Background: an optimization exercise with open tools, aiming at small area, a short achievable clock period and few clock cycles per item. Do not read the settings as production practice. RTL that was checked went through simulation tests only; none was proved equivalent to the original. The RTL of runs 1 and 2 was laid out without a check of its function. Power is estimated from default activity; no workload was simulated.

==> design/flow/design.v <==
package tmcm_pkg;
  localparam int SCR_BITS = 10;
  localparam int CFG_DATA_BITS = 32;
  localparam int CFG_ADDR_BITS = 5;
  localparam int REG_IDX_BITS = 3;
  localparam logic [REG_IDX_BITS-1:0] REG_RAW_MIN_X   = 3'd0;
  localparam logic [REG_IDX_BITS-1:0] REG_RAW_MAX_X   = 3'd1;
  localparam logic [REG_IDX_BITS-1:0] REG_RAW_MIN_Y   = 3'd2;
  localparam logic [REG_IDX_BITS-1:0] REG_RAW_MAX_Y   = 3'd3;
  localparam logic [REG_IDX_BITS-1:0] REG_PRESS_THR   = 3'd4;
  localparam logic [REG_IDX_BITS-1:0] REG_ORIENT      = 3'd5;
  localparam logic [REG_IDX_BITS-1:0] REG_SCR_MAX_X   = 3'd6;
  localparam logic [REG_IDX_BITS-1:0] REG_SCR_MAX_Y   = 3'd7;
  localparam int RST_RAW_MIN = 550;
  localparam int RST_RAW_MAX = 3650;
  localparam int RST_PRESS_THR = 850;
  localparam logic [3:0] RST_ORIENT = 4'd13;
  localparam logic [SCR_BITS-1:0] RST_SCR_MAX_X = 10'd319;
  localparam logic [SCR_BITS-1:0] RST_SCR_MAX_Y = 10'd239;
  localparam int FLG_SWAP = 0;
  localparam int FLG_INV_X = 1;
  localparam int FLG_INV_Y = 2;
  localparam int FLG_LOW_Z = 3;
endpackage
module tmcm_regs #(
  parameter int RAW_BITS = 12
) (
  input  logic                                  clk,
  input  logic                                  rst_n,
  input  logic                                  psel,
  input  logic                                  penable,
  input  logic                                  pwrite,
  input  logic [tmcm_pkg::CFG_ADDR_BITS-1:0]    paddr,
  input  logic [tmcm_pkg::CFG_DATA_BITS-1:0]    pwdata,
  output logic [tmcm_pkg::CFG_DATA_BITS-1:0]    prdata,
  output logic [RAW_BITS-1:0]                   raw_min_x,
  output logic [RAW_BITS-1:0]                   raw_max_x,
  output logic [RAW_BITS-1:0]                   raw_min_y,
  output logic [RAW_BITS-1:0]                   raw_max_y,
  output logic [RAW_BITS-1:0]                   press_thr,
  output logic [3:0]                            orient,
  output logic [tmcm_pkg::SCR_BITS-1:0]         scr_max_x,
  output logic [tmcm_pkg::SCR_BITS-1:0]         scr_max_y
);
  localparam int DW = tmcm_pkg::CFG_DATA_BITS;
  logic [RAW_BITS-1:0] raw_min_x_r, raw_max_x_r, raw_min_y_r, raw_max_y_r, press_thr_r;
  logic [3:0] orient_r;
  logic [tmcm_pkg::SCR_BITS-1:0] scr_max_x_r, scr_max_y_r;
  logic [tmcm_pkg::REG_IDX_BITS-1:0] idx;
  logic wr_en;
  assign idx = paddr[tmcm_pkg::CFG_ADDR_BITS-1:2];
  assign wr_en = psel & penable & pwrite;
  always_ff @(posedge clk) begin
    if (!rst_n) begin
      raw_min_x_r <= RAW_BITS'(tmcm_pkg::RST_RAW_MIN);
      raw_max_x_r <= RAW_BITS'(tmcm_pkg::RST_RAW_MAX);
      raw_min_y_r <= RAW_BITS'(tmcm_pkg::RST_RAW_MIN);
      raw_max_y_r <= RAW_BITS'(tmcm_pkg::RST_RAW_MAX);
      press_thr_r <= RAW_BITS'(tmcm_pkg::RST_PRESS_THR);
      orient_r    <= tmcm_pkg::RST_ORIENT;
      scr_max_x_r <= tmcm_pkg::RST_SCR_MAX_X;
      scr_max_y_r <= tmcm_pkg::RST_SCR_MAX_Y;
    end else if (wr_en) begin
      case (idx)
        tmcm_pkg::REG_RAW_MIN_X: raw_min_x_r <= pwdata[RAW_BITS-1:0];
        tmcm_pkg::REG_RAW_MAX_X: raw_max_x_r <= pwdata[RAW_BITS-1:0];
        tmcm_pkg::REG_RAW_MIN_Y: raw_min_y_r <= pwdata[RAW_BITS-1:0];
        tmcm_pkg::REG_RAW_MAX_Y: raw_max_y_r <= pwdata[RAW_BITS-1:0];
        tmcm_pkg::REG_PRESS_THR: press_thr_r <= pwdata[RAW_BITS-1:0];
        tmcm_pkg::REG_ORIENT:    orient_r    <= pwdata[3:0];
        tmcm_pkg::REG_SCR_MAX_X: scr_max_x_r <= pwdata[tmcm_pkg::SCR_BITS-1:0];
        tmcm_pkg::REG_SCR_MAX_Y: scr_max_y_r <= pwdata[tmcm_pkg::SCR_BITS-1:0];
        default: ;
      endcase
    end
  end
  always_comb begin
    case (idx)
      tmcm_pkg::REG_RAW_MIN_X: prdata = DW'(raw_min_x_r);
      tmcm_pkg::REG_RAW_MAX_X: prdata = DW'(raw_max_x_r);
      tmcm_pkg::REG_RAW_MIN_Y: prdata = DW'(raw_min_y_r);
      tmcm_pkg::REG_RAW_MAX_Y: prdata = DW'(raw_max_y_r);
      tmcm_pkg::REG_PRESS_THR: prdata = DW'(press_thr_r);
      tmcm_pkg::REG_ORIENT:    prdata = DW'(orient_r);
      tmcm_pkg::REG_SCR_MAX_X: prdata = DW'(scr_max_x_r);
      tmcm_pkg::REG_SCR_MAX_Y: prdata = DW'(scr_max_y_r);
      default:                 prdata = '0;
    endcase
  end
  assign raw_min_x = raw_min_x_r;
  assign raw_max_x = raw_max_x_r;
  assign raw_min_y = raw_min_y_r;
  assign raw_max_y = raw_max_y_r;
  assign press_thr = press_thr_r;
  assign orient    = orient_r;
  assign scr_max_x = scr_max_x_r;
  assign scr_max_y = scr_max_y_r;
endmodule
module tmcm_median #(
  parameter int RAW_BITS = 12
) (
  input  logic                clk,
  input  logic                rst_n,
  input  logic                fire,
  input  logic [RAW_BITS-1:0] sx,
  input  logic [RAW_BITS-1:0] sy,
  input  logic [RAW_BITS-1:0] sz,
  input  logic [RAW_BITS-1:0] thr,
  input  logic                low_z,
  output logic [1:0]          phase,
  output logic [RAW_BITS-1:0] mx,
  output logic [RAW_BITS-1:0] my,
  output logic                touched
);
  logic [1:0]          phase_r;
  logic [RAW_BITS-1:0] hx0_r, hx1_r, hy0_r, hy1_r;
  logic                ltx_r, lty_r;
  logic                hz0_r, hz1_r;
  logic                t_r;
  logic                zpass;
  logic                x_a, x_b, y_a, y_b;
  function automatic logic [1:0] med_pick(
    input logic [RAW_BITS-1:0] a,
    input logic [RAW_BITS-1:0] b,
    input logic [RAW_BITS-1:0] c,
    input logic                ab
  );
    logic ac, bc;
    ac = (a < c);
    bc = (b < c);
    med_pick = {ab ^ ac, ab == bc};
  endfunction
  assign zpass = ~((sz ^ {RAW_BITS{low_z}}) < (thr ^ {RAW_BITS{low_z}}));
  assign phase = phase_r;
  assign {x_a, x_b} = med_pick(hx0_r, hx1_r, sx, ltx_r);
  assign {y_a, y_b} = med_pick(hy0_r, hy1_r, sy, lty_r);
  always_ff @(posedge clk) begin
    if (!rst_n) phase_r <= 2'd0;
    else if (fire) phase_r <= phase_r[1] ? 2'd0 : phase_r + 2'd1;
  end
  always_ff @(posedge clk) begin
    if (fire && phase_r == 2'd0) begin
      hx0_r <= sx;
      hy0_r <= sy;
      hz0_r <= zpass;
    end
    if (fire && phase_r == 2'd1) begin
      hz1_r <= zpass;
      ltx_r <= (hx0_r < sx);
      lty_r <= (hy0_r < sy);
    end
    if (fire && (phase_r == 2'd1 || (phase_r[1] && (x_a || !x_b))))
      hx1_r <= (phase_r[1] && x_a) ? hx0_r : sx;
    if (fire && (phase_r == 2'd1 || (phase_r[1] && (y_a || !y_b))))
      hy1_r <= (phase_r[1] && y_a) ? hy0_r : sy;
    if (fire && phase_r[1])
      t_r <= (hz0_r & hz1_r) | (hz0_r & zpass) | (hz1_r & zpass);
  end
  assign mx = hx1_r;
  assign my = hy1_r;
  assign touched = t_r;
endmodule
module tmcm_mulcsa #(
  parameter int NW = 12,
  parameter int MW = 10
) (
  input  logic [NW-1:0]    a,
  input  logic [MW-1:0]    b,
  output logic [NW+MW-1:0] s,
  output logic [NW+MW-1:0] c
);
  localparam int W = NW + MW;
  logic [W-1:0] row [MW];
  logic [W-1:0] l1 [7];
  logic [W-1:0] l2 [5];
  logic [W-1:0] l3 [4];
  logic [W-1:0] l4 [3];
  function automatic logic [2*W-1:0] csa(
    input logic [W-1:0] x,
    input logic [W-1:0] y,
    input logic [W-1:0] z
  );
    logic [W-1:0] sum, cy;
    sum = x ^ y ^ z;
    cy  = (x & y) | (x & z) | (y & z);
    csa = {cy[W-2:0], 1'b0, sum};
  endfunction
  always_comb begin
    for (int j = 0; j < MW; j++) row[j] = W'(a & {NW{b[j]}}) << j;
    {l1[1], l1[0]} = csa(row[0], row[1], row[2]);
    {l1[3], l1[2]} = csa(row[3], row[4], row[5]);
    {l1[5], l1[4]} = csa(row[6], row[7], row[8]);
    l1[6] = row[9];
    {l2[1], l2[0]} = csa(l1[0], l1[1], l1[2]);
    {l2[3], l2[2]} = csa(l1[3], l1[4], l1[5]);
    l2[4] = l1[6];
    {l3[1], l3[0]} = csa(l2[0], l2[1], l2[2]);
    l3[2] = l2[3];
    l3[3] = l2[4];
    {l4[1], l4[0]} = csa(l3[0], l3[1], l3[2]);
    l4[2] = l3[3];
    {c, s} = csa(l4[0], l4[1], l4[2]);
  end
endmodule
module tmcm_muldiv #(
  parameter int RAW_BITS = 12
) (
  input  logic                                   clk,
  input  logic                                   load,
  input  logic                                   step,
  input  logic [RAW_BITS+tmcm_pkg::SCR_BITS-1:0] prod,
  input  logic [RAW_BITS-1:0]                    den,
  output logic [tmcm_pkg::SCR_BITS-1:0]          quo,
  output logic [tmcm_pkg::SCR_BITS-1:0]          quo_next
);
  localparam int SB = tmcm_pkg::SCR_BITS;
  localparam int RW = RAW_BITS + 1;
  logic [RW-1:0] r_r, r1, r2;
  logic [SB-1:0] pq_r;
  function automatic logic [RW-1:0] add_bk(
    input logic [RW-1:0] x,
    input logic [RW-1:0] y,
    input logic          cin
  );
    logic [RW-1:0] g, p, gg, pp;
    g  = x & y;
    p  = x ^ y;
    gg = g;
    pp = p;
    gg[0] = g[0] | (p[0] & cin);
    for (int d = 1; d < RW; d = d * 2)
      for (int i = 2 * d - 1; i < RW; i = i + 2 * d) begin
        gg[i] = gg[i] | (pp[i] & gg[i-d]);
        pp[i] = pp[i] & pp[i-d];
      end
    for (int d = 8; d >= 1; d = d / 2)
      for (int i = 3 * d - 1; i < RW; i = i + 2 * d) begin
        gg[i] = gg[i] | (pp[i] & gg[i-d]);
        pp[i] = pp[i] & pp[i-d];
      end
    add_bk = p ^ {gg[RW-2:0], cin};
  endfunction
  logic [RW-1:0] dd, ndd, t1, t2;
  logic          sub1;
  always_comb begin
    dd   = {1'b0, den};
    ndd  = ~dd;
    sub1 = ~r_r[RW-1];
    t1   = {r_r[RW-2:0], pq_r[SB-1]};
    r1   = add_bk(t1, sub1 ? ndd : dd, sub1);
    t2   = {r1[RW-2:0], pq_r[SB-2]};
    r2   = r1[RW-1] ? add_bk(t2, dd, 1'b0) : add_bk(t2, ndd, 1'b1);
  end
  always_ff @(posedge clk) begin
    if (load) begin
      r_r  <= {1'b0, prod[RAW_BITS+SB-1:SB]};
      pq_r <= prod[SB-1:0];
    end else if (step) begin
      r_r  <= r2;
      pq_r <= {pq_r[SB-3:0], ~r1[RW-1], ~r2[RW-1]};
    end
  end
  assign quo = pq_r;
  assign quo_next = {pq_r[SB-3:0], ~r1[RW-1], ~r2[RW-1]};
endmodule
module touch_median_calibrate_map #(
  parameter int RAW_BITS = 12
) (
  input  logic                                  clk,
  input  logic                                  rst_n,
  input  logic                                  in_tvalid,
  output logic                                  in_tready,
  input  logic [((3*RAW_BITS+7)/8)*8-1:0]       in_tdata,
  output logic                                  out_tvalid,
  input  logic                                  out_tready,
  output logic [23:0]                           out_tdata,
  output logic                                  out_tuser,
  input  logic                                  cfg_psel,
  input  logic                                  cfg_penable,
  input  logic                                  cfg_pwrite,
  input  logic [tmcm_pkg::CFG_ADDR_BITS-1:0]    cfg_paddr,
  input  logic [tmcm_pkg::CFG_DATA_BITS-1:0]    cfg_pwdata,
  output logic [tmcm_pkg::CFG_DATA_BITS-1:0]    cfg_prdata,
  output logic                                  cfg_pready
);
  localparam int SB = tmcm_pkg::SCR_BITS;
  localparam int PW = RAW_BITS + SB;
  logic [RAW_BITS-1:0] raw_min_x, raw_max_x, raw_min_y, raw_max_y, press_thr;
  logic [3:0]          orient;
  logic [SB-1:0]       scr_max_x, scr_max_y;
  logic                in_fire, start, adv;
  logic [1:0]          phase;
  logic [RAW_BITS-1:0] mx, my;
  logic                touched;
  logic                wr_en;
  logic [RAW_BITS-1:0] thr_eff;
  logic                low_z_eff;
  logic [9:1]          v_r, s_r;
  logic                sel_r;
  logic [RAW_BITS-1:0] den_x_r, den_y_r;
  logic                empty_x, empty_y;
  logic                ax, mir;
  logic [RAW_BITS-1:0] v, lo, hi, dn, num, num_r;
  logic [RAW_BITS:0]   a, b;
  logic [RAW_BITS+1:0] c;
  logic [SB-1:0]       smax_m;
  logic [PW-1:0]       ps, pc, ps_r, pc_r, prod;
  logic [SB-1:0]       xq [2];
  logic [SB-1:0]       xqn [2];
  logic [SB-1:0]       yq [2];
  logic [SB-1:0]       yqn [2];
  logic [1:0]          xt_r;
  logic [SB-1:0]       qx, qy;
  logic                tt;
  logic                out_valid_r, out_touched_r;
  logic [SB-1:0]       out_x_r, out_y_r;
  assign cfg_pready = 1'b1;
  tmcm_regs #(.RAW_BITS(RAW_BITS)) u_regs (
    .clk       (clk),
    .rst_n     (rst_n),
    .psel      (cfg_psel),
    .penable   (cfg_penable),
    .pwrite    (cfg_pwrite),
    .paddr     (cfg_paddr),
    .pwdata    (cfg_pwdata),
    .prdata    (cfg_prdata),
    .raw_min_x (raw_min_x),
    .raw_max_x (raw_max_x),
    .raw_min_y (raw_min_y),
    .raw_max_y (raw_max_y),
    .press_thr (press_thr),
    .orient    (orient),
    .scr_max_x (scr_max_x),
    .scr_max_y (scr_max_y)
  );
  assign wr_en = cfg_psel & cfg_penable & cfg_pwrite;
  assign thr_eff = (wr_en && cfg_paddr[4:2] == tmcm_pkg::REG_PRESS_THR) ?
                   cfg_pwdata[RAW_BITS-1:0] : press_thr;
  assign low_z_eff = (wr_en && cfg_paddr[4:2] == tmcm_pkg::REG_ORIENT) ?
                     cfg_pwdata[tmcm_pkg::FLG_LOW_Z] : orient[tmcm_pkg::FLG_LOW_Z];
  always_comb begin
    case (phase)
      2'd0:    in_tready = 1'b1;
      2'd1:    in_tready = ~v_r[1] & (~v_r[2] | adv);
      default: in_tready = ~(v_r[1] | v_r[2]) & adv;
    endcase
  end
  assign in_fire = in_tvalid & in_tready;
  assign start   = in_fire & phase[1];
  tmcm_median #(.RAW_BITS(RAW_BITS)) u_median (
    .clk     (clk),
    .rst_n   (rst_n),
    .fire    (in_fire),
    .sx      (in_tdata[RAW_BITS-1:0]),
    .sy      (in_tdata[2*RAW_BITS-1:RAW_BITS]),
    .sz      (in_tdata[3*RAW_BITS-1:2*RAW_BITS]),
    .thr     (thr_eff),
    .low_z   (low_z_eff),
    .phase   (phase),
    .mx      (mx),
    .my      (my),
    .touched (touched)
  );
  assign adv = ~(v_r[9] & out_valid_r & ~out_tready);
  always_ff @(posedge clk) begin
    if (!rst_n) begin
      v_r   <= '0;
      sel_r <= 1'b0;
    end else if (adv) begin
      v_r <= {v_r[8:1], start};
      if (start) sel_r <= ~sel_r;
    end
  end
  always_ff @(posedge clk) begin
    if (adv) s_r <= {s_r[8:1], sel_r};
  end
  function automatic logic [RAW_BITS:0] span(
    input logic [RAW_BITS-1:0] hi_v,
    input logic [RAW_BITS-1:0] lo_v
  );
    logic c;
    c = 1'b1;
    for (int i = 0; i < RAW_BITS; i++) begin
      span[i] = hi_v[i] ^ ~lo_v[i] ^ c;
      c = (hi_v[i] & ~lo_v[i]) | (hi_v[i] & c) | (~lo_v[i] & c);
    end
    span[RAW_BITS] = ~c;
  endfunction
  logic [RAW_BITS:0] span_x, span_y;
  logic              empty_x_r, empty_y_r;
  assign span_x = span(raw_max_x, raw_min_x);
  assign span_y = span(raw_max_y, raw_min_y);
  always_ff @(posedge clk) begin
    den_x_r   <= span_x[RAW_BITS-1:0];
    den_y_r   <= span_y[RAW_BITS-1:0];
    empty_x_r <= span_x[RAW_BITS] | ~|span_x[RAW_BITS-1:0];
    empty_y_r <= span_y[RAW_BITS] | ~|span_y[RAW_BITS-1:0];
  end
  assign empty_x = empty_x_r;
  assign empty_y = empty_y_r;
  always_comb begin
    ax  = v_r[2];
    v   = (orient[tmcm_pkg::FLG_SWAP] ^ ax) ? my : mx;
    lo  = ax ? raw_min_y : raw_min_x;
    hi  = ax ? raw_max_y : raw_max_x;
    dn  = ax ? den_y_r : den_x_r;
    mir = ax ? orient[tmcm_pkg::FLG_INV_Y] : orient[tmcm_pkg::FLG_INV_X];
    a   = {1'b0, v} - {1'b0, lo};
    b   = {1'b0, hi} - {1'b0, v};
    c   = {2'b0, lo} + {2'b0, hi} - {2'b0, v};
    if (mir) begin
      if (c[RAW_BITS+1])    num = dn;
      else if (b[RAW_BITS]) num = '0;
      else if (a[RAW_BITS]) num = dn;
      else                  num = b[RAW_BITS-1:0];
    end else begin
      if (a[RAW_BITS])      num = '0;
      else if (b[RAW_BITS]) num = dn;
      else                  num = a[RAW_BITS-1:0];
    end
  end
  always_ff @(posedge clk) begin
    if (adv) num_r <= num;
  end
  assign smax_m = v_r[3] ? scr_max_y : scr_max_x;
  tmcm_mulcsa #(.NW(RAW_BITS), .MW(SB)) u_mul (
    .a (num_r),
    .b (smax_m),
    .s (ps),
    .c (pc)
  );
  always_ff @(posedge clk) begin
    if (adv) begin
      ps_r <= ps;
      pc_r <= pc;
    end
  end
  assign prod = ps_r + pc_r;
  for (genvar e = 0; e < 2; e++) begin : g_eng
    logic x_load, x_step, y_load, y_step;
    assign x_load = adv & v_r[3] & (s_r[3] == e[0]);
    assign x_step = adv & |(v_r[8:4] & ~(s_r[8:4] ^ {5{e[0]}}));
    assign y_load = adv & v_r[4] & (s_r[4] == e[0]);
    assign y_step = adv & |(v_r[8:5] & ~(s_r[8:5] ^ {4{e[0]}}));
    tmcm_muldiv #(.RAW_BITS(RAW_BITS)) u_x (
      .clk      (clk),
      .load     (x_load),
      .step     (x_step),
      .prod     (prod),
      .den      (den_x_r),
      .quo      (xq[e]),
      .quo_next (xqn[e])
    );
    tmcm_muldiv #(.RAW_BITS(RAW_BITS)) u_y (
      .clk      (clk),
      .load     (y_load),
      .step     (y_step),
      .prod     (prod),
      .den      (den_y_r),
      .quo      (yq[e]),
      .quo_next (yqn[e])
    );
    always_ff @(posedge clk) begin
      if (x_load) xt_r[e] <= touched;
    end
  end
  assign qx = s_r[9] ? xq[1] : xq[0];
  assign qy = s_r[9] ? yqn[1] : yqn[0];
  assign tt = s_r[9] ? xt_r[1] : xt_r[0];
  always_ff @(posedge clk) begin
    if (!rst_n) out_valid_r <= 1'b0;
    else if (v_r[9] && adv) out_valid_r <= 1'b1;
    else if (out_tready) out_valid_r <= 1'b0;
  end
  always_ff @(posedge clk) begin
    if (v_r[9] && adv) begin
      out_touched_r <= tt;
      out_x_r       <= (tt && !empty_x) ? qx : '0;
      out_y_r       <= (tt && !empty_y) ? qy : '0;
    end
  end
  assign out_tvalid = out_valid_r;
  assign out_tuser  = out_touched_r;
  assign out_tdata  = {4'd0, out_y_r, out_x_r};
endmodule
==> design/flow/run.sh <==
#!/bin/bash
# synth_recipe.tcl (not shown) runs the flow's synth.tcl, then flattens the netlist and writes it again
# the make line also repeats each setting of config.mk as NAME=value (left out here)
make -C /OpenROAD-flow-scripts/flow DESIGN_CONFIG=/design/flow/config.mk WORK_HOME=/design/flow/orfs CLKGATE_MAP_FILE= SYNTH_SCRIPT=/design/flow/synth_recipe.tcl finish
==> design/flow/config.mk <==
export PLATFORM = sky130hd
export DESIGN_NAME = touch_median_calibrate_map
export DESIGN_NICKNAME = touch_median_calibrate_map
export VERILOG_FILES = /design/flow/design.v
export SDC_FILE = /design/flow/constraint.sdc
export NUM_CORES = 4
export LEC_CHECK = 0
export CAP_MARGIN = 20
export CORE_MARGIN = 2
export CORE_UTILIZATION = 40
export SETUP_SLACK_MARGIN = 2.6
export SLEW_MARGIN = 20
==> design/flow/constraint.sdc <==
create_clock -name core_clock -period 7.0 [get_ports {clk}]
set_input_delay 1.4000 -clock core_clock [delete_from_list [all_inputs] [get_ports {clk}]]
set_output_delay 1.4000 -clock core_clock [all_outputs]
set_load 0.01 [all_outputs]
==> results of run 1 <==
==> kinds of logic (layout without fill, tap and decap cells) <==
family,count (synthesis),in the layout
DFF,349,349
muxes,162,163
other,2,25
and+or+nand+nor,813,813
buffers and inverters,463,586
AOI/OAI and AO/OA,532,533
xor gates and xnor gates,167,167
adders and majority gates,473,473
==> cell type report <==
class	count	area, µm²
inverters	320	1207
flip-flops and latches	349	9263
clock inverters	24	244.0
multi-input cells	2174	18780
repair buffers	186	1802
well taps	950	1189
fillers	6661	37930
clock buffers	56	1197
==> repair_timing <==
action | in CTS | in global routing
gates resized for setup | 110 | 89
gates cloned | 3 | 2
endpoints found under the hold margin | 0 | 0
endpoints found under the setup margin | 159 | 98
setup buffers | 27 | 24
pin swaps | 12 | 17
==> Yosys cell counts, types with 17 or more instances <==
| cell type | instances | area (µm²) |
|---|---|---|
| a21boi_0 | 59 | 442.9 |
| a21o_1 | 17 | 127.6 |
| a21oi_1 | 135 | 675.7 |
| and2_1 | 25 | 156.4 |
| buf_1 | 18 | 67.56 |
| buf_4 | 27 | 202.7 |
| clkbuf_1 | 90 | 337.8 |
| dfxtp_1 | 127 | 2542 |
| edfxtp_1 | 222 | 6666 |
| fa_1 | 192 | 3844 |
| ha_1 | 279 | 3491 |
| inv_1 | 319 | 1197 |
| mux2_2 | 55 | 619.3 |
| mux2i_1 | 103 | 1031 |
| nand2_1 | 343 | 1287 |
| nand2b_1 | 59 | 369.1 |
| nand3_1 | 57 | 285.3 |
| nor2_1 | 122 | 457.9 |
| nor2b_1 | 101 | 631.9 |
| nor3_1 | 33 | 165.2 |
| o211ai_1 | 32 | 240.2 |
| o21a_1 | 17 | 127.6 |
| o21ai_0 | 120 | 600.6 |
| xnor2_1 | 113 | 989.7 |
| xor2_1 | 54 | 473.0 |
==> worst max path at each step <==
stage                          start             to  slack [ps]  depth (start not counted)
2_1_floorplan  u_regs.raw_max_y_r[0]      empty_y_r        2240                         15
4_1_cts        u_regs.raw_max_y_r[0]      empty_y_r        1940                         15
6_report       u_regs.raw_max_y_r[0]      empty_y_r        1940                         15
3_5_place_dp            cfg_paddr[3]  cfg_prdata[0]        1140                          6
3_3_place_gp            cfg_paddr[3]  cfg_prdata[0]        1150                          6
5_1_grt        u_regs.raw_max_y_r[0]      empty_y_r        1810                         15
==> stage by stage <==
step	worst slack, ps	hold WS, ps	area [µm²]	utilization [%]
after floorplan	2243	400.3	29180	-
after global placement	1146	404.8	30990	43.27
after detailed placement	1135	405.2	30990	43.27
after CTS	1939	421.5	33030	46.13
after global routing	1808	426.6	33680	47.03
final	1937	427.3	33680	47.03
==> per-layer routing <==
layer	GRT usage [%]	routed length, µm
met3	3.383	4798
met5	0	0
met2	36.70	38800
met4	7.895	3106
met1	26.94	33680
==> report_power, final <==
group | total (mW) | switching, mW | internal (mW)
clock | 2.27 | 0.964 | 1.31
sequential | 2.60 | 0.123 | 2.48
combinational | 4.03 | 2.28 | 1.75
total | 8.90 | 3.37 | 5.53
==> state kept, by name, summed over array words and instances (netlist names), 12 cells and up <==
| name | count |
|---|---|
| den_x_r | 12 |
| den_y_r | 12 |
| g_eng.u_x.pq_r | 20 |
| g_eng.u_x.r_r | 26 |
| g_eng.u_y.pq_r | 20 |
| g_eng.u_y.r_r | 26 |
| num_r | 12 |
| pc_r | 16 |
| ps_r | 21 |
| u_median.hx0_r | 12 |
| u_median.hx1_r | 12 |
| u_median.hy0_r | 12 |
| u_median.hy1_r | 12 |
| u_regs.press_thr_r | 12 |
| u_regs.raw_max_x_r | 12 |
| u_regs.raw_max_y_r | 12 |
| u_regs.raw_min_x_r | 12 |
| u_regs.raw_min_y_r | 12 |
==> worst max-delay path: stages (launching register included) <==
cell and delay [ps]:
dfxtp_4 370, inv_4 30, ha_4 140, fa_2 340, fa_2 340, fa_2 340
fa_2 350, fa_2 350, fa_2 340, fa_2 340, fa_2 350, fa_2 340
fa_2 360, fa_1 550, nand4_1 160, o31ai_4 250
==> impl_metrics.yaml, run 1 <==
run_status:
  status: "complete, no violations"
drt:
  detail_route.vias_per_cell: 5.350
  first_pass_iters: 6
  routedWlPerCell_um: 19.80
  wl_um: 80380
  ant_nets: 0
  vias: 21716
  drc_errors: 0
  drt_iter0_drc: 1422
cells_and_area:
  final_common_cell: "nand2_1"
  drive_gt1_share_pct: 12.77
  instances_no_fill: 4059
  diodes: 0
  final_cell_mix: "342 x nand2_1, 312 x inv_1, 271 x ha_1"
  nNetsFinal: 3630
  syn_to_final_growth_pct: 16.32
synth:
  synth_top_family_by_area: "adder cells"
  synth-seq-cells: 349
  synth-simple-area-share_pct: 13.34
  synthAdderAreaFrac_pct: 25.40
  async_flop_share_pct: 0
  synthXorXnorAreaFrac_pct: 5.051
  synth_area_um2: 28960
  synth_seq_area_share_pct: 31.80
  yosys_warnings: 14
  synth_edf_count: 222
  synth.avg_cell_area_um2: 9.779
  syn_inst: 2961
  synth_top_flop_cell: "edfxtp_1"
  synth-compound-area-share_pct: 11.97
  synth_mux_area_share_pct: 6.011
  synth_cell_types: 82
clocking:
  tritoncts.num_buffers: 44
  htree_levels: 2
  clkTransAtPathRegs_ps: 70
  hold_buffers: 0
  clk_latency_ps: 580
  root_buffer: "clkbuf_16"
  clock_path_buffers: 3
  cts_tree: "built"
  clock-sinks: 349
global_route:
  grt_pass1_wl_um: 124600
  grt_max_degree: 98
  grt_pass1_vias: 22372
  grt_usage_pct: 21.32
  antenna_found_initial: 0
  grt_overflow: 0
hold_path:
  hp-class: "reg -> reg"
  hold_depth: 0
  min_to: "s_r[3]"
  worstHoldStart: "s_r[2]"
sta:
  skew_ps: 33.00
  worstMarginPinSlew_ps: 1200
  setup_viol: 0
  max_freq_mhz: 197.5
  relSlewSlack_pct: 19.73
  fin_setup_tns_ps: 0
  grt_setup_unrepaired: "true"
  period_needed_ps: 5063
  final_hold_viol_count: 0
  slew_viol_final: 0
  fin_crit_sh_pct: 72.33
setup_path:
  r2r_cells: 15
  crit_path_end_kind: "flip-flop"
  worstPathRequired_ps: 7490
  rrSetupSlack_ps: 1940
  criticalPathCategory: "reg -> reg"
  timing.rr.start: "u_regs.raw_max_y_r[0]"
  cp_data_arrival_time_ps: 5550
  r2r_end: "empty_y_r"
  cp-start-kind: "flip-flop"
  worstPathMaxFanout: 2
placement:
  globalplace.congestion: 0.8962
  place_hpwl_um: 60890
  dp_cells: 3923
  portBuffers: 92
floorplan:
  core-area_um2: 71610
  std_cell_rows: 98
  ioPinCount: 144
  die_area_um2: 74560
  die_w_um: 273.1
  initial_core_util_pct: 40.44
  chipHeight_um: 273.1
pwr:
  vdd_ir_drop_max_uv: 176.4
  power.leakage_nw: 14.11
  power_density_nw_per_um2: 264.3
  power_mw: 8.900
job:
  max_cap_viol_count: 0
==> inputs of run 2 (changes only) <==
--- a/design/flow/config.mk
+++ b/design/flow/config.mk
@@ -9,4 +9,4 @@
 export CORE_MARGIN = 2
 export CORE_UTILIZATION = 40
-export SETUP_SLACK_MARGIN = 2.6
+export SETUP_SLACK_MARGIN = 2.95
 export SLEW_MARGIN = 20
==> run 2 against run 1 <==
- global-route usage rose by 0.24 points
- maximum frequency rose by 1.6%
- design area rose by 3.0%
- critical path type unchanged
- clock skew rose by 11 ps
==> impl_metrics.yaml, run 2 <==
cells_and_area:
  diodes: 0
  fillers: 6582
  nNetsFinal: 3653
  regArea_um2: 9251
  reg.largest.list: "g_eng.u_x.r_r x26, g_eng.u_y.r_r x26, ps_r x21"
  syn_to_final_growth_pct: 19.80
  final_common_cell: "nand2_1"
  multi_input_area_um2: 19470
  fin_util_pct: 48.44
  design_area_um2: 34690
  final_cell_mix: "338 x nand2_1, 305 x inv_1, 266 x ha_1"
  drive_gt1_share_pct: 16.44
setup_path:
  crit_path_end_kind: "flip-flop"
  worstPathMaxFanout: 2
  cp_data_arrival_time_ps: 5500
  criticalPathCategory: "reg -> reg"
  cp_slowest_cell: "fa_2"
  cp-start-kind: "flip-flop"
  worstPathRequired_ps: 7520
  path_cells: "inv_2 > ha_4 > fa_2 > fa_2 > fa_2 > fa_2 > fa_2 > fa_2 > fa_2 > fa_2 > fa_2 > fa_2 > fa_2 > nand4_1 > o31ai_1"
  cp_common_cell: "fa_2"
  r2r_cells: 15
  critPathMaxStageDelay_ps: 590
  cp_top_family: "adder cells"
  worst-path-buf-inv: 1
  cp.depth: 15
global_route:
  grt_pass1_vias: 22618
  grt_max_degree: 98
  grt_overflow: 0
  antenna_found_initial: 1
  grt_usage_pct: 21.56
  grt_pass1_wl_um: 126400
sta:
  skew_ps: 43.72
  fin_crit_sh_pct: 71.20
  grt_setup_unrepaired: "true"
  fin_setup_tns_ps: 0
  relSlewSlack_pct: 33.08
  worstMarginPinSlew_ps: 996.6
  slew_viol_final: 0
  final_hold_viol_count: 0
  post-route-worst-setup-slack_ps: 2016
  max_freq_mhz: 200.6
  setup_viol: 0
  period_needed_ps: 4984
pwr:
  power_density_nw_per_um2: 269.0
  power_mw: 9.331
  power.leakage_nw: 14.42
  vdd_ir_drop_max_uv: 202.1
job:
  max_cap_viol_count: 0
floorplan:
  core-area_um2: 71610
  die_area_um2: 74560
  chipHeight_um: 273.1
  ioPinCount: 144
  initial_core_util_pct: 40.44
  die_w_um: 273.1
  std_cell_rows: 98
hold_path:
  hp-class: "reg -> reg"
  hold_depth: 0
drt:
  wl_met1_um: 34420
  drt_iter0_drc: 1417
  vias: 21929
  detail_route.vias_per_cell: 5.372
  met3_length_um: 3598
  wl_um: 80840
  routedWlPerCell_um: 19.80
  wl_met2_um: 40190
  drc_errors: 0
  ant_nets: 0
  first_pass_iters: 5
  dr.max_layer_used: "met4"
synth:
  synth.avg_cell_area_um2: 9.779
  yosys_warnings: 14
  synth_seq_area_share_pct: 31.80
  async_flop_share_pct: 0
  netlist.area_leader.share_pct: 23.02
  synth_top_flop_cell: "edfxtp_1"
  synth_common_cells: "343 x nand2_1, 319 x inv_1, 279 x ha_1, 222 x edfxtp_1, 192 x fa_1"
  yosysTopAreaCell: "edfxtp_1"
  post-synth-top-count-cell: "nand2_1"
  synth_edf_count: 222
  syn_inst: 2961
  synth-seq-cells: 349
  synth_area_leaders: "edfxtp_1 23%, fa_1 13%, ha_1 12%, dfxtp_1 8.8%, nand2_1 4.4%"
  synth_area_um2: 28960
  synth_cell_types: 82
clocking:
  cts_tree: "built"
  clock-sinks: 349
  tritoncts.num_buffers: 42
  htree_levels: 2
  hold_buffers: 0
  clock_path_buffers: 3
  root_buffer: "clkbuf_16"
  clkTransAtPathRegs_ps: 60
  clk_latency_ps: 610
placement:
  pre_cts_ws_ps: 1173
  globalplace.congestion: 0.9595
  portBuffers: 92
  place_hpwl_um: 60850
  placed_area_um2: 31070
run_status:
  status: "complete, no violations"
-- run 2: logic make-up (layout without fill, tap and decap cells) --
group	count (synthesis)	in the layout	synth area share [%]
xor gates and xnor gates	167	167	5.051
buffers and inverters	463	611	6.387
muxes	162	162	6.011
AOI/OAI and AO/OA	532	532	11.97
DFF	349	349	31.80
and+or+nand+nor	813	813	13.34
other	2	25	0.02594
adders and majority gates	473	473	25.40
-- run 2: metrics by stage --
step / hold slack (ps) / cells
global placement: 404.2 / 3918
global route: 435.9 / 4082
CTS: 418.3 / 4049
detailed placement: 407.4 / 3919
floorplan: 400.3 / 2984
finish: 420.9 / 4082
-- run 2: final cells by class --
| class | count | share of cell area, % |
|---|---|---|
| multi-input combinational | 2172 | 56.14 |
| sequential | 349 | 26.67 |
| timing repair buffer | 213 | 6.016 |
| clock buffer | 61 | 3.499 |
| inverter | 320 | 3.474 |
| tap | 950 | 3.427 |
| clock inverter | 17 | 0.7791 |
-- run 2: final timing paths --
| kind | start | endpoint | slack, ps |
|---|---|---|---|
| setup reg to reg | u_regs.raw_max_y_r[0] | empty_y_r | 2020 |
| setup / recovery | u_regs.raw_max_y_r[0] | empty_y_r | 2020 |
| hold / removal | s_r[1] | s_r[2] | 420 |
| hold reg to reg | s_r[1] | s_r[2] | 420 |
-- run 2: per-layer routing --
metal	vias up	global-route usage, %
met5	-	0
met4	0	7.521
met3	136	2.188
met2	586	37.44
met1	10863	27.95
li1	10344	-
-- run 2: power breakdown --
part / leakage, nW / internal (mW) / switching [mW]
Sequential: 3.20 / 2.48 / 0.135
Clock: 0.722 / 1.41 / 0.950
Combinational: 10.5 / 1.93 / 2.42
-- run 2: repair_timing --
item | 4_1_cts | 5_1_grt
gates cloned | 2 | 2
pin swaps | 51 | 52
endpoints found under the hold margin | 0 | 0
gates resized for setup | 250 | 109
setup buffers | 50 | 30
endpoints found under the setup margin | 179 | 69
==> inputs of run 3 (changes only) <==
--- a/design/flow/design.v
+++ b/design/flow/design.v
@@ -211,4 +211,5 @@
   input  logic [RAW_BITS+tmcm_pkg::SCR_BITS-1:0] prod,
   input  logic [RAW_BITS-1:0]                    den,
+  input  logic [RAW_BITS:0]                      den3,
   output logic [tmcm_pkg::SCR_BITS-1:0]          quo,
   output logic [tmcm_pkg::SCR_BITS-1:0]          quo_next
@@ -241,14 +242,18 @@
     add_bk = p ^ {gg[RW-2:0], cin};
   endfunction
-  logic [RW-1:0] dd, ndd, t1, t2;
+  logic [RW-1:0] dd, dd3, t1, t2, k_ge, k_lt, c_ge, c_lt;
   logic          sub1;
   always_comb begin
     dd   = {1'b0, den};
-    ndd  = ~dd;
+    dd3  = den3;
     sub1 = ~r_r[RW-1];
     t1   = {r_r[RW-2:0], pq_r[SB-1]};
-    r1   = add_bk(t1, sub1 ? ndd : dd, sub1);
-    t2   = {r1[RW-2:0], pq_r[SB-2]};
-    r2   = r1[RW-1] ? add_bk(t2, dd, 1'b0) : add_bk(t2, ndd, 1'b1);
+    t2   = {r_r[RW-3:0], pq_r[SB-1], pq_r[SB-2]};
+    r1   = add_bk(t1, sub1 ? ~dd : dd, sub1);
+    k_ge = sub1 ? ~dd3 : dd;
+    k_lt = sub1 ? ~dd : dd3;
+    c_ge = add_bk(t2, k_ge, sub1);
+    c_lt = add_bk(t2, k_lt, sub1);
+    r2   = r1[RW-1] ? c_lt : c_ge;
   end
   always_ff @(posedge clk) begin
@@ -375,20 +380,9 @@
     if (adv) s_r <= {s_r[8:1], sel_r};
   end
-  function automatic logic [RAW_BITS:0] span(
-    input logic [RAW_BITS-1:0] hi_v,
-    input logic [RAW_BITS-1:0] lo_v
-  );
-    logic c;
-    c = 1'b1;
-    for (int i = 0; i < RAW_BITS; i++) begin
-      span[i] = hi_v[i] ^ ~lo_v[i] ^ c;
-      c = (hi_v[i] & ~lo_v[i]) | (hi_v[i] & c) | (~lo_v[i] & c);
-    end
-    span[RAW_BITS] = ~c;
-  endfunction
   logic [RAW_BITS:0] span_x, span_y;
+  logic [RAW_BITS:0] den3_x_r, den3_y_r;
   logic              empty_x_r, empty_y_r;
-  assign span_x = span(raw_max_x, raw_min_x);
-  assign span_y = span(raw_max_y, raw_min_y);
+  assign span_x = {1'b0, raw_max_x} - {1'b0, raw_min_x};
+  assign span_y = {1'b0, raw_max_y} - {1'b0, raw_min_y};
   always_ff @(posedge clk) begin
     den_x_r   <= span_x[RAW_BITS-1:0];
@@ -396,4 +390,6 @@
     empty_x_r <= span_x[RAW_BITS] | ~|span_x[RAW_BITS-1:0];
     empty_y_r <= span_y[RAW_BITS] | ~|span_y[RAW_BITS-1:0];
+    den3_x_r  <= {1'b0, den_x_r} + {den_x_r, 1'b0};
+    den3_y_r  <= {1'b0, den_y_r} + {den_y_r, 1'b0};
   end
   assign empty_x = empty_x_r;
@@ -449,4 +445,5 @@
       .prod     (prod),
       .den      (den_x_r),
+      .den3     (den3_x_r),
       .quo      (xq[e]),
       .quo_next (xqn[e])
@@ -458,4 +455,5 @@
       .prod     (prod),
       .den      (den_y_r),
+      .den3     (den3_y_r),
       .quo      (yq[e]),
       .quo_next (yqn[e])
--- a/design/flow/config.mk
+++ b/design/flow/config.mk
@@ -9,4 +9,4 @@
 export CORE_MARGIN = 2
 export CORE_UTILIZATION = 40
-export SETUP_SLACK_MARGIN = 2.95
+export SETUP_SLACK_MARGIN = 2.7
 export SLEW_MARGIN = 20
==> run 3 against run 2 <==
- largest cell class unchanged
- sequential share of layout area grew 1.1 points
- combinational power shrank 22%
- global-route usage shrank 0.37 points
- largest power group unchanged
- design area grew 1.2%
- synthesized cell count grew 11%
- sequential power grew 7%
- clock power grew 8.9%
- count of clock-buffer cells in the layout grew 5
- final cell count grew 8.8%
- via count grew 6.0%
- power shrank 5.7%
- sequential cell count grew 26
==> impl_metrics.yaml, run 3 <==
run_status:
  status: "complete, no violations"
synth:
  post-synth-top-count-cell: "nand2_1"
  syn_inst: 3299
  synth_area_um2: 30830
  async_flop_share_pct: 0
  yosysTopAreaCell: "edfxtp_1"
  synth_common_cells: "419 x nand2_1, 303 x ha_1, 288 x inv_1, 222 x edfxtp_1, 206 x nor2_1"
  synth_seq_area_share_pct: 31.56
  synth-seq-cells: 375
  netlist.area_leader.share_pct: 21.63
  synth.avg_cell_area_um2: 9.344
  synth_area_leaders: "edfxtp_1 22%, ha_1 12%, fa_1 10%, dfxtp_1 9.9%, mux2i_1 5.5%"
  yosys_warnings: 14
  synth_cell_types: 87
  synth_top_flop_cell: "edfxtp_1"
  synth_edf_count: 222
drt:
  drc_errors: 0
  drt_iter0_drc: 1659
  wl_um: 83790
  routedWlPerCell_um: 18.86
  detail_route.vias_per_cell: 5.235
  first_pass_iters: 8
  vias: 23253
  ant_nets: 0
clocking:
  clock-sinks: 375
  htree_levels: 2
  clock_path_buffers: 3
  root_buffer: "clkbuf_16"
  clkTransAtPathRegs_ps: 60
  clk_latency_ps: 590
  cts_tree: "built"
  tritoncts.num_buffers: 46
  hold_buffers: 0
setup_path:
  rrSetupSlack_ps: 2880
  timing.rr.start: "u_regs.orient_r[0]"
  criticalPathCategory: "in -> out"
  r2r_end: "num_r[10]"
  cp-start-kind: "input pin"
  r2r_cells: 14
  crit_path_end_kind: "output pin"
  cp_data_arrival_time_ps: 2890
  worstPathRequired_ps: 5600
  worstPathMaxFanout: 20
sta:
  fin_hold_ws_ps: 431.1
  grt_setup_unrepaired: "false"
  slew_viol_final: 0
  final_hold_viol_count: 0
  skew_ps: 18.87
  fin_crit_sh_pct: 61.22
  period_needed_ps: 4286
  relSlewSlack_pct: 27.94
  worstMarginPinSlew_ps: 1077
  fin_setup_tns_ps: 0
  setup_viol: 0
  max_freq_mhz: 233.3
cells_and_area:
  regArea_um2: 9752
  reg.largest.list: "g_eng.u_x.r_r x26, g_eng.u_y.r_r x26, ps_r x21"
  design_area_um2: 35090
  syn_to_final_growth_pct: 13.82
  diodes: 0
  final_cell_mix: "417 x nand2_1, 303 x ha_1, 286 x inv_1"
  final_common_cell: "nand2_1"
  nNetsFinal: 3919
  drive_gt1_share_pct: 7.620
  multi_input_area_um2: 19630
  instances_no_fill: 4442
  fillers: 7356
global_route:
  grt_pass1_vias: 23202
  grt_usage_pct: 21.19
  grt_max_degree: 98
  antenna_found_initial: 1
  grt_overflow: 0
  grt_pass1_wl_um: 130100
floorplan:
  chipHeight_um: 281.6
  ioPinCount: 144
  die_w_um: 281.6
  die_area_um2: 79300
  std_cell_rows: 101
  core-area_um2: 76080
  initial_core_util_pct: 40.52
pwr:
  power.leakage_nw: 15.03
  vdd_ir_drop_max_uv: 211.9
  power_density_nw_per_um2: 250.8
job:
  max_cap_viol_count: 0
placement:
  portBuffers: 92
  placed_area_um2: 32780
  dp_cells: 4324
  place_hpwl_um: 63600
  globalplace.congestion: 0.8897
hold_path:
  hold_depth: 0
  hp-class: "reg -> reg"
  worstHoldStart: "s_r[1]"
  min_to: "s_r[2]"
-- run 3: cell types whose count changed after synthesis, sizes merged, moves of 20 or more --
cell / previous run / this run
o21ai: 123 / 156
ha: 279 / 303
dfxtp: 127 / 153
nand2: 343 / 419
inv: 319 / 290
fa: 192 / 158
xnor2: 113 / 140
nor2: 123 / 206
mux2: 55 / 35
a21o: 17 / 67
mux2i: 103 / 171
nand2b: 59 / 33
-- run 3: how the worst max path moves through the flow --
stage | to | slack (ps) | from | depth (start not counted)
2_1_floorplan | u_median.t_r | 2390 | cfg_paddr[2] | 17
3_3_place_gp | u_median.t_r | 1540 | cfg_psel | 16
3_5_place_dp | u_median.t_r | 1520 | cfg_psel | 16
4_1_cts | cfg_prdata[9] | 2550 | cfg_paddr[2] | 8
5_1_grt | out_y_r[0] | 2680 | g_eng[0].u_y.r_r[12] | 16
6_report | cfg_prdata[6] | 2710 | cfg_paddr[4] | 5
-- run 3: final cells by class --
class	instances	area share, %
sequential	375	27.79
clock inverter	20	0.7453
clock buffer	66	3.905
inverter	293	3.170
multi-input combinational	2488	55.95
tap	1030	3.673
timing repair buffer	170	4.768
-- run 3: kinds of logic (layout without fill, tap and decap cells) --
kind of cell | count (synthesis) | in the layout | synth area share [%]
AO/OA/AOI/OAI | 623 | 624 | 13.05
buffers and inverters | 461 | 549 | 5.954
adder cells (fa/ha/maj) | 463 | 463 | 22.62
other | 2 | 25 | 0.02436
flip-flops | 375 | 375 | 31.56
AND/OR/NAND/NOR | 988 | 989 | 14.74
multiplexers | 206 | 206 | 6.856
XOR/XNOR | 181 | 181 | 5.187
-- run 3: routing by layer --
layer / track usage (%) / part of all wire, % / wire length (µm) / vias up
met5: 0 / 0 / 0 / -
met4: 7.870 / 3.9 / 3309 / 0
met3: 3.828 / 6.2 / 5233 / 160
met2: 35.36 / 46 / 38670 / 613
met1: 27.39 / 44 / 36580 / 11003
li1: - / - / - / 11477
-- run 3: per-stage QoR --
step | utilization (%) | power [mW] | setup slack, ps
6_report | 46.12 | 8.801 | 2714
3_3_place_gp | 43.09 | 6.144 | 1536
4_1_cts | 45.79 | 8.820 | 2546
3_5_place_dp | 43.09 | 6.202 | 1520
5_1_grt | 46.12 | 9.449 | 2677
2_1_floorplan | - | 5.216 | 2389
-- run 3: critical path, cell delays in order --
cell and delay, ps:
clkdlybuf4s15_2 250, buf_12 180, or3_4 440, o221a_2 320, dlygate4sd2_1 290
-- run 3: timing repair --
action | CTS | global route
setup endpoints to repair | 117 | 59
setup buffers | 19 | 5
pin swaps | 11 | 12
resized for setup | 82 | 40
gates cloned | 4 | 3
-- run 3: where the power goes --
part / total (mW) / leakage [nW] / internal [mW] / switching (mW)
clock: 2.57 / 0.809 / 1.56 / 1.02
combinational: 3.42 / 10.8 / 1.49 / 1.93
sequential: 2.81 / 3.41 / 2.63 / 0.179
Testbench counts of run 3, summed over its fixed seeds: cycles 19,520, items 6,400.
==> inputs of run 4 (changes only) <==
--- a/design/flow/config.mk
+++ b/design/flow/config.mk
@@ -9,4 +9,4 @@
 export CORE_MARGIN = 2
 export CORE_UTILIZATION = 40
-export SETUP_SLACK_MARGIN = 2.7
+export SETUP_SLACK_MARGIN = 3.25
 export SLEW_MARGIN = 20
==> run 4 against run 3 <==
- design area increased by 5.8%
- maximum frequency grew 4.6%
- critical endpoint is now cfg_prdata[0]
- wire length is 4.3% higher
- sequential cell count unchanged
- global-route usage grew 0.68 points
- synthesized cell count did not move
- clock power shrank 6%
- synthesized area unchanged
- utilization grew 2.7 points
- still clean
- sequential power is essentially flat
- power is 2.3% higher
- largest cell class unchanged
==> impl_metrics.yaml, run 4 <==
sta:
  grt_setup_unrepaired: "true"
  setup_viol: 0
  relSlewSlack_pct: 28.59
  worstMarginPinSlew_ps: 1068
  period_needed_ps: 4095
  post-route-worst-setup-slack_ps: 2905
  fin_crit_sh_pct: 58.50
  fin_hold_ws_ps: 418.7
  slew_viol_final: 0
  final_hold_viol_count: 0
  skew_ps: 39.32
  max_freq_mhz: 244.2
  fin_setup_tns_ps: 0
setup_path:
  r2r_cells: 11
  crit_path_end_kind: "output pin"
  worstPathMaxFanout: 6
  cp_data_arrival_time_ps: 2700
  crit_start: "cfg_paddr[3]"
  cp-start-kind: "input pin"
  worstPathRequired_ps: 5600
  criticalPathCategory: "in -> out"
  r2r_end: "ps_r[11]"
  timing.rr.start: "v_r[3]"
  rrSetupSlack_ps: 2950
floorplan:
  die_area_um2: 79300
  ioPinCount: 144
  core-area_um2: 76080
  die_w_um: 281.6
  std_cell_rows: 101
  initial_core_util_pct: 40.52
  chipHeight_um: 281.6
pwr:
  power.switching_mw: 3.245
  power.internal_mw: 5.756
  p_clk_share_pct: 26.9
  combinationalPowerShare_pct: 42.0
  power_mw: 9.001
  swShare_pct: 36.05
  power_density_nw_per_um2: 242.4
  power.leakage_nw: 15.80
  seqPwrFrac_pct: 31.1
  vdd_ir_drop_max_uv: 206.5
hold_path:
  hp-class: "reg -> reg"
  min_to: "s_r[3]"
  hold_depth: 0
  worstHoldStart: "s_r[2]"
drt:
  drc_errors: 0
  ant_nets: 0
  vias: 24103
  routedWlPerCell_um: 19.24
  detail_route.vias_per_cell: 5.304
  first_pass_iters: 6
  drt_iter0_drc: 1772
  wl_um: 87410
clocking:
  clock-sinks: 375
  clkTransAtPathRegs_ps: 60
  hold_buffers: 0
  clk_latency_ps: 610
  tritoncts.num_buffers: 46
  root_buffer: "clkbuf_16"
  cts_tree: "built"
  htree_levels: 2
  clock_path_buffers: 3
synth:
  synth-compound-area-share_pct: 13.05
  synth_top_flop_cell: "edfxtp_1"
  synth_mux_area_share_pct: 6.856
  synth_common_cells: "419 x nand2_1, 303 x ha_1, 288 x inv_1, 222 x edfxtp_1, 206 x nor2_1"
  synth_edf_count: 222
  synthAdderAreaFrac_pct: 22.62
  syn_inst: 3299
  yosysTopAreaCell: "edfxtp_1"
  synth_area_um2: 30830
  synthXorXnorAreaFrac_pct: 5.187
  synth.avg_cell_area_um2: 9.344
  yosys_warnings: 14
  netlist.area_leader.share_pct: 21.63
  post-synth-top-count-cell: "nand2_1"
  synth-simple-area-share_pct: 14.74
  synth_area_leaders: "edfxtp_1 22%, ha_1 12%, fa_1 10%, dfxtp_1 9.9%, mux2i_1 5.5%"
  synth_top_family_by_area: "adder cells"
  async_flop_share_pct: 0
  synth-seq-cells: 375
  synth_seq_area_share_pct: 31.56
  synth_cell_types: 87
job:
  max_cap_viol_count: 0
global_route:
  grt_max_degree: 98
  grt_overflow: 0
  grt_usage_pct: 21.88
  antenna_found_initial: 2
  grt_pass1_wl_um: 134900
  grt_pass1_vias: 23528
cells_and_area:
  nNetsFinal: 4023
  instances_no_fill: 4544
  design_area_um2: 37130
  fin_util_pct: 48.81
  final_common_cell: "nand2_1"
  final_cell_mix: "407 x nand2_1, 296 x ha_1, 265 x inv_1"
  diodes: 0
  drive_gt1_share_pct: 15.45
  reg.largest.list: "g_eng.u_x.r_r x26, g_eng.u_y.r_r x26, ps_r x21"
  syn_to_final_growth_pct: 20.45
placement:
  portBuffers: 92
  pre_cts_ws_ps: 1427
  dp_cells: 4320
  place_hpwl_um: 63280
  placed_area_um2: 32870
  globalplace.congestion: 0.9181
run_status:
  status: "complete, no violations"
## run 4: cell counts after synthesis
Identical to the previous run, type by type.
## run 4: final cells by class
type	instances	area, µm²
Clock buffer	68	1315
Timing Repair Buffer	271	2846
Tap cell	1030	1289
Sequential cell	375	9769
Fill cell	7135	38940
Clock inverter	16	185.2
Timing Repair inverter	1	7.507
Inverter	293	1129
Multi-Input combinational cell	2490	20590
## run 4: cells by family after synthesis
kind of cell / after synthesis
xor+xnor: 181
other cells: 2
flops: 375
mux: 206
buf+inv: 461
fa+ha+maj: 463
compound gates: 623
simple gates: 988
## run 4: worst max-delay path, cell delays in order
cell and delay [ps]:
buf_12 90, buf_12 120, buf_12 100, mux2_2 330
nand2_2 80, o21ai_2 70, a221oi_2 250, nor2_1 100
buf_2 150
## run 4: worst max path at each step
| stage | slack, ps | end | depth (start not counted) |
|---|---|---|---|
| after floorplan | 2580 | u_median.t_r | 17 |
| after global placement | 1460 | cfg_prdata[4] | 8 |
| after detailed placement | 1430 | u_median.t_r | 16 |
| after CTS | 2900 | cfg_prdata[4] | 7 |
| after global routing | 2870 | cfg_prdata[0] | 9 |
| final | 2900 | cfg_prdata[0] | 9 |
## run 4: power groups by stage
| stage | Sequential (mW) | Clock (mW) | Combinational [mW] |
|---|---|---|---|
| 3_5_place_dp | 2.84 | 0 | 3.36 |
| 2_1_floorplan | 2.75 | 0 | 2.48 |
| 6_report | 2.80 | 2.42 | 3.78 |
| 5_1_grt | 2.81 | 2.56 | 4.26 |
| 4_1_cts | 2.80 | 2.46 | 3.63 |
| 3_3_place_gp | 2.84 | 0 | 3.29 |
## run 4: per-layer routing
layer  vias up  GRT usage, %  share of wire (%)
li1      11707             -                  -
met1     11470         29.21                 44
met2       736         36.02                 46
met3       190         2.884                5.6
met4         0         8.497                4.5
met5         -             0                  0
## run 4: what timing repair did
item / 4_1_cts / 5_1_grt
resized for setup: 299 / 171
pin swaps: 94 / 97
cloned: 14 / 4
buffers inserted: 81 / 41
endpoints found under the setup margin: 269 / 174
==> inputs of run 5 (changes only) <==
--- a/design/flow/config.mk
+++ b/design/flow/config.mk
@@ -9,4 +9,4 @@
 export CORE_MARGIN = 2
 export CORE_UTILIZATION = 40
-export SETUP_SLACK_MARGIN = 3.25
+export SETUP_SLACK_MARGIN = 2.95
 export SLEW_MARGIN = 20
==> run 5 against run 4 <==
- still clean
- utilization shrank 2.2 points
- clock power is essentially flat
- synthesized cell count is the same
- wire length shrank 3.2%
- worst setup slack gained 67 ps
- clock skew shrank 17 ps
- register-to-register slack gained 60 ps
- power shrank 3.4%
- sequential power is essentially flat
- via count shrank 2.5%
- final cell count shrank 1.4%
- critical endpoint is now cfg_prdata[10]
==> impl_metrics.yaml, run 5 <==
global_route:
  antenna_found_initial: 3
  grt_usage_pct: 21.37
  grt_max_degree: 98
  grt_pass1_vias: 23105
  grt_overflow: 0
  grt_pass1_wl_um: 131300
setup_path:
  worstPathRequired_ps: 5600
  cp_top_family: "buffers and inverters"
  worst-path-buf-inv: 3
  cp.depth: 5
  cp_data_arrival_time_ps: 2630
  r2r_cells: 16
  cp_common_cell: "buf_12"
  critPathMaxStageDelay_ps: 450
  cp-start-kind: "input pin"
  criticalPathCategory: "in -> out"
  rrSetupSlack_ps: 3010
  path_cells: "buf_12 > buf_12 > or3_4 > o21a_1 > clkdlybuf4s15_1"
  worstPathMaxFanout: 24
  crit_path_end_kind: "output pin"
  cp_slowest_cell: "or3_4"
placement:
  place_hpwl_um: 63540
  globalplace.congestion: 0.8769
  portBuffers: 92
floorplan:
  die_area_um2: 79300
  std_cell_rows: 101
  die_w_um: 281.6
  ioPinCount: 144
  core-area_um2: 76080
  chipHeight_um: 281.6
  initial_core_util_pct: 40.52
clocking:
  clkTransAtPathRegs_ps: 60
  cts_tree: "built"
  clk_latency_ps: 600
  root_buffer: "clkbuf_16"
  clock-sinks: 375
  htree_levels: 2
  tritoncts.num_buffers: 46
  clock_path_buffers: 3
  hold_buffers: 0
drt:
  met3_length_um: 4920
  first_pass_iters: 5
  ant_nets: 0
  routedWlPerCell_um: 18.89
  detail_route.vias_per_cell: 5.245
  drc_errors: 0
  vias: 23491
  wl_met1_um: 37510
  dr.max_layer_used: "met5"
  wl_met2_um: 39170
  drt_iter0_drc: 1569
  wl_um: 84610
sta:
  final_hold_viol_count: 0
  fin_setup_tns_ps: 0
  period_needed_ps: 4028
  setup_viol: 0
  skew_ps: 22.26
  grt_setup_unrepaired: "true"
  fin_hold_ws_ps: 431.1
  fin_crit_sh_pct: 57.55
  max_freq_mhz: 248.2
  slew_viol_final: 0
  relSlewSlack_pct: 23.61
  worstMarginPinSlew_ps: 1142
pwr:
  power.leakage_nw: 15.23
  vdd_ir_drop_max_uv: 180.4
  power_density_nw_per_um2: 245.0
synth:
  synth_cell_types: 87
  post-synth-top-count-cell: "nand2_1"
  synth-seq-cells: 375
  async_flop_share_pct: 0
  synth_edf_count: 222
  netlist.area_leader.share_pct: 21.63
  synth_area_leaders: "edfxtp_1 22%, ha_1 12%, fa_1 10%, dfxtp_1 9.9%, mux2i_1 5.5%"
  synth.avg_cell_area_um2: 9.344
  synth_common_cells: "419 x nand2_1, 303 x ha_1, 288 x inv_1, 222 x edfxtp_1, 206 x nor2_1"
  synth_area_um2: 30830
  synth_seq_area_share_pct: 31.56
  yosys_warnings: 14
  syn_inst: 3299
  synth_top_flop_cell: "edfxtp_1"
  yosysTopAreaCell: "edfxtp_1"
cells_and_area:
  diodes: 0
  final_cell_mix: "416 x nand2_1, 303 x ha_1, 286 x inv_1"
  drive_gt1_share_pct: 9.771
  syn_to_final_growth_pct: 15.11
  nNetsFinal: 3958
  reg.largest.list: "g_eng.u_x.r_r x26, g_eng.u_y.r_r x26, ps_r x21"
  final_common_cell: "nand2_1"
hold_path:
  hold_depth: 0
  hp-class: "reg -> reg"
run_status:
  status: "complete, no violations"
job:
  max_cap_viol_count: 0
-- run 5: cell counts after synthesis --
No cell type changed its count.
-- run 5: path summary, 6_finish.rpt --
| kind | startpoint | end |
|---|---|---|
| max | cfg_paddr[2] | cfg_prdata[10] |
| min | s_r[2] | s_r[3] |
| max reg2reg | v_r[2] | num_r[0] |
| min reg2reg | s_r[2] | s_r[3] |
-- run 5: cells by family after synthesis --
group	count (synthesis)	share of synthesized area (%)
other cells	2	0.02436
buf+inv	461	5.954
flops	375	31.56
xor+xnor	181	5.187
mux	206	6.856
simple gates	988	14.74
fa+ha+maj	463	22.62
compound gates	623	13.05
-- run 5: final cells by class --
class	count	area, µm²
clock buffer	63	1297
clock inverter	21	198.9
fill	7264	40590
inverter	293	1111
multi-input combinational	2488	19840
sequential	375	9748
tap	1030	1289
timing repair buffer	209	2002
-- run 5: metal layers --
metal	up-vias	track usage, %
met4	2	6.997
met1	11189	28.19
li1	11560	-
met5	-	0
met3	143	3.397
met2	597	35.75
-- run 5: stage by stage --
stage / area (µm²) / worst slack [ps] / util, % / instances / total power [mW]
after floorplan: 31020 / 2583 / - / 3322 / 5.219
after global placement: 32790 / 1515 / 43.10 / 4321 / 6.118
after CTS: 35010 / 2853 / 46.02 / 4450 / 8.671
after detailed placement: 32790 / 1463 / 43.10 / 4321 / 6.186
after global routing: 35480 / 2902 / 46.64 / 4479 / 9.306
final: 35480 / 2972 / 46.64 / 4479 / 8.694
-- run 5: timing repair --
action	in CTS	in global routing
resized for setup	155	74
pin swaps	25	24
setup buffers	41	25
gates cloned	4	3
endpoints found under the setup margin	146	123
-- run 5: power by group --
part / switching (mW) / internal (mW)
sequential: 0.171 / 2.63
combinational: 1.95 / 1.52
clock: 1.01 / 1.41
==> inputs of run 6 (changes only) <==
--- a/design/flow/design.v
+++ b/design/flow/design.v
@@ -161,4 +161,33 @@
   assign touched = t_r;
 endmodule
+module tmcm_addbk #(
+  parameter int W = 13
+) (
+  input  logic [W-1:0] a,
+  input  logic [W-1:0] b,
+  input  logic         cin,
+  output logic [W-1:0] s
+);
+  localparam int TOP = 2 ** ($clog2(W) - 1);
+  logic [W-1:0] g, p, gg, pp;
+  always_comb begin
+    g  = a & b;
+    p  = a ^ b;
+    gg = g;
+    pp = p;
+    gg[0] = g[0] | (p[0] & cin);
+    for (int d = 1; d < W; d = d * 2)
+      for (int i = 2 * d - 1; i < W; i = i + 2 * d) begin
+        gg[i] = gg[i] | (pp[i] & gg[i-d]);
+        pp[i] = pp[i] & pp[i-d];
+      end
+    for (int d = TOP; d >= 1; d = d / 2)
+      for (int i = 3 * d - 1; i < W; i = i + 2 * d) begin
+        gg[i] = gg[i] | (pp[i] & gg[i-d]);
+        pp[i] = pp[i] & pp[i-d];
+      end
+    s = p ^ {gg[W-2:0], cin};
+  end
+endmodule
 module tmcm_mulcsa #(
   parameter int NW = 12,
@@ -344,9 +373,11 @@
   assign low_z_eff = (wr_en && cfg_paddr[4:2] == tmcm_pkg::REG_ORIENT) ?
                      cfg_pwdata[tmcm_pkg::FLG_LOW_Z] : orient[tmcm_pkg::FLG_LOW_Z];
+  logic sure;
+  assign sure = ~(v_r[9] & out_valid_r);
   always_comb begin
     case (phase)
       2'd0:    in_tready = 1'b1;
-      2'd1:    in_tready = ~v_r[1] & (~v_r[2] | adv);
-      default: in_tready = ~(v_r[1] | v_r[2]) & adv;
+      2'd1:    in_tready = ~v_r[1] & (~v_r[2] | sure);
+      default: in_tready = ~(v_r[1] | v_r[2]) & sure;
     endcase
   end
@@ -383,6 +414,13 @@
   logic [RAW_BITS:0] den3_x_r, den3_y_r;
   logic              empty_x_r, empty_y_r;
-  assign span_x = {1'b0, raw_max_x} - {1'b0, raw_min_x};
-  assign span_y = {1'b0, raw_max_y} - {1'b0, raw_min_y};
+  logic [RAW_BITS:0] den3_x, den3_y;
+  tmcm_addbk #(.W(RAW_BITS+1)) u_span_x (
+    .a ({1'b0, raw_max_x}), .b (~{1'b0, raw_min_x}), .cin (1'b1), .s (span_x));
+  tmcm_addbk #(.W(RAW_BITS+1)) u_span_y (
+    .a ({1'b0, raw_max_y}), .b (~{1'b0, raw_min_y}), .cin (1'b1), .s (span_y));
+  tmcm_addbk #(.W(RAW_BITS+1)) u_den3_x (
+    .a ({1'b0, den_x_r}), .b ({den_x_r, 1'b0}), .cin (1'b0), .s (den3_x));
+  tmcm_addbk #(.W(RAW_BITS+1)) u_den3_y (
+    .a ({1'b0, den_y_r}), .b ({den_y_r, 1'b0}), .cin (1'b0), .s (den3_y));
   always_ff @(posedge clk) begin
     den_x_r   <= span_x[RAW_BITS-1:0];
@@ -390,6 +428,6 @@
     empty_x_r <= span_x[RAW_BITS] | ~|span_x[RAW_BITS-1:0];
     empty_y_r <= span_y[RAW_BITS] | ~|span_y[RAW_BITS-1:0];
-    den3_x_r  <= {1'b0, den_x_r} + {den_x_r, 1'b0};
-    den3_y_r  <= {1'b0, den_y_r} + {den_y_r, 1'b0};
+    den3_x_r  <= den3_x;
+    den3_y_r  <= den3_y;
   end
   assign empty_x = empty_x_r;
@@ -432,5 +470,5 @@
     end
   end
-  assign prod = ps_r + pc_r;
+  tmcm_addbk #(.W(PW)) u_cpa (.a (ps_r), .b (pc_r), .cin (1'b0), .s (prod));
   for (genvar e = 0; e < 2; e++) begin : g_eng
     logic x_load, x_step, y_load, y_step;
==> run 6 against run 5 <==
- still clean
- non-clock buffer count down 14
- clock power up 2%
- maximum frequency is 0.65% lower
- sequential share of layout area up 0.29 points
- first-iteration DRC count rose by 10%
- synthesized cell count shrank 5.2%
- sequential cell count unchanged
- critical endpoint is now cfg_prdata[2]
- largest cell class unchanged
- largest power group is now registers
==> impl_metrics.yaml, run 6 <==
run_status:
  status: "complete, no violations"
pwr:
  power_density_nw_per_um2: 221.6
  power.leakage_nw: 14.71
  power_mw: 7.782
sta:
  fin_crit_sh_pct: 57.92
  slew_viol_final: 0
  setup_viol: 0
  period_needed_ps: 4055
  worstMarginPinSlew_ps: 1137
  relSlewSlack_pct: 23.92
clocking:
  htree_levels: 2
  tritoncts.num_buffers: 45
  root_buffer: "clkbuf_16"
  cts_tree: "built"
  clock-sinks: 375
  clk_latency_ps: 590
  clock_path_buffers: 3
floorplan:
  core-area_um2: 74700
  die_w_um: 279.1
  initial_core_util_pct: 40.54
  std_cell_rows: 100
  die_area_um2: 77910
global_route:
  antenna_found_initial: 1
  grt_pass1_wl_um: 129500
  grt_pass1_vias: 22357
cells_and_area:
  drive_gt1_share_pct: 11.47
  nNetsFinal: 3806
  syn_to_final_growth_pct: 16.00
  final_common_cell: "nand2_1"
  reg.largest.list: "g_eng.u_x.r_r x26, g_eng.u_y.r_r x26, ps_r x21"
setup_path:
  crit_path_end_kind: "output pin"
  cp-start-kind: "input pin"
  worstPathRequired_ps: 5600
  criticalPathCategory: "in -> out"
synth:
  netlist.area_leader.share_pct: 22.02
  yosys_warnings: 16
  syn_inst: 3127
  synth_cell_types: 77
  synth_area_leaders: "edfxtp_1 22%, ha_1 12%, fa_1 12%, dfxtp_1 10%, nand2_1 5.0%"
  synth.avg_cell_area_um2: 9.683
  synth_seq_area_share_pct: 32.13
  post-synth-top-count-cell: "nand2_1"
  synth-seq-cells: 375
job:
  max_cap_viol_count: 0
drt:
  routedWlPerCell_um: 19.88
  first_pass_iters: 8
  ant_nets: 0
  drc_errors: 0
placement:
  portBuffers: 92
==> run 6: cell types whose count changed after synthesis, sizes merged, moves of 10 or more <==
cell	before	now
a211oi	17	29
xnor2	140	117
o21ai	156	133
and3	14	4
nor2	206	163
a21oi	147	136
nand3	74	48
nand2	419	407
mux2i	171	147
fa	158	183
nand2b	33	53
a21boi	66	50
a21o	67	46
mux2	35	49
==> run 6: cell type report <==
class                   instances  area (µm²)
well taps                     969        1212
clock inverters                22       250.2
clock buffers                  62        1303
flip-flops and latches        375        9751
fillers                      6993       39570
multi-input cells            2335       19520
repair inverters                2       12.51
repair buffers                195        1973
diodes                          2       5.005
inverters                     286        1095
==> run 6: through the flow <==
stage	worst slack [ps]	instance area, µm²
3_5_place_dp	1375	32150
4_1_cts	2796	34400
5_1_grt	2895	35120
6_report	2945	35120
2_1_floorplan	2957	30470
3_3_place_gp	1318	32150
==> run 6: path summary, 6_finish.rpt <==
check	from	cells after the start	to	slack (ps)
setup / recovery	cfg_paddr[3]	9	cfg_prdata[2]	2950
hold / removal	s_r[2]	0	s_r[3]	430
setup reg to reg	v_r[3]	11	ps_r[13]	3040
hold reg to reg	s_r[2]	0	s_r[3]	430
==> run 6: where the power goes <==
| group | leakage, nW | switching [mW] | total, mW | internal, mW |
|---|---|---|---|---|
| combinational | 10.5 | 1.46 | 2.55 | 1.10 |
| sequential | 3.42 | 0.173 | 2.75 | 2.58 |
| clock | 0.757 | 1.02 | 2.48 | 1.46 |
==> run 6: worst max-delay path, cell delays in order <==
cell,delay (ps)
buf_6,130
buf_8,130
buf_12,120
nor2_4,230
o21ai_2,90
o221ai_1,80
a21oi_1,80
nor2_2,210
buf_2,170
==> run 6: cell families (layout without fill, tap and decap cells) <==
| kind of cell | Yosys count | count (layout) | synth area share [%] |
|---|---|---|---|
| xor+xnor | 166 | 166 | 4.802 |
| mux | 198 | 199 | 6.843 |
| flops | 375 | 375 | 32.13 |
| other cells | 2 | 27 | 0.02480 |
| fa+ha+maj | 483 | 483 | 24.49 |
| buf+inv | 444 | 567 | 5.831 |
| compound gates | 571 | 571 | 12.51 |
| simple gates | 888 | 891 | 13.37 |
==> run 6: routing by layer <==
layer	GRT usage, %	share of wire (%)	wire, µm
met1	29.41	46	38420
met2	34.76	46	38710
met3	2.427	5.1	4344
met4	7.389	3.5	2951
met5	0	0	0
==> run 6: timing repair <==
action                     4_1_cts  5_1_grt
gates cloned                     5        6
buffers inserted                29       35
gates resized for setup        128      101
setup endpoints to repair      158      172
pin swaps                       18       31
hold buffers                     0        0
Testbench counts of run 6, summed over its fixed seeds: cycles 19,520, items 6,400.

Check on run 6: ideal ports give 2.945 ns setup slack; a clkbuf_16 on the clock port and buf_2 on the inputs give 2.895 ns; moving port delays by the midpoint clock arrival (0.637 ns) as well gives 2.461 ns.
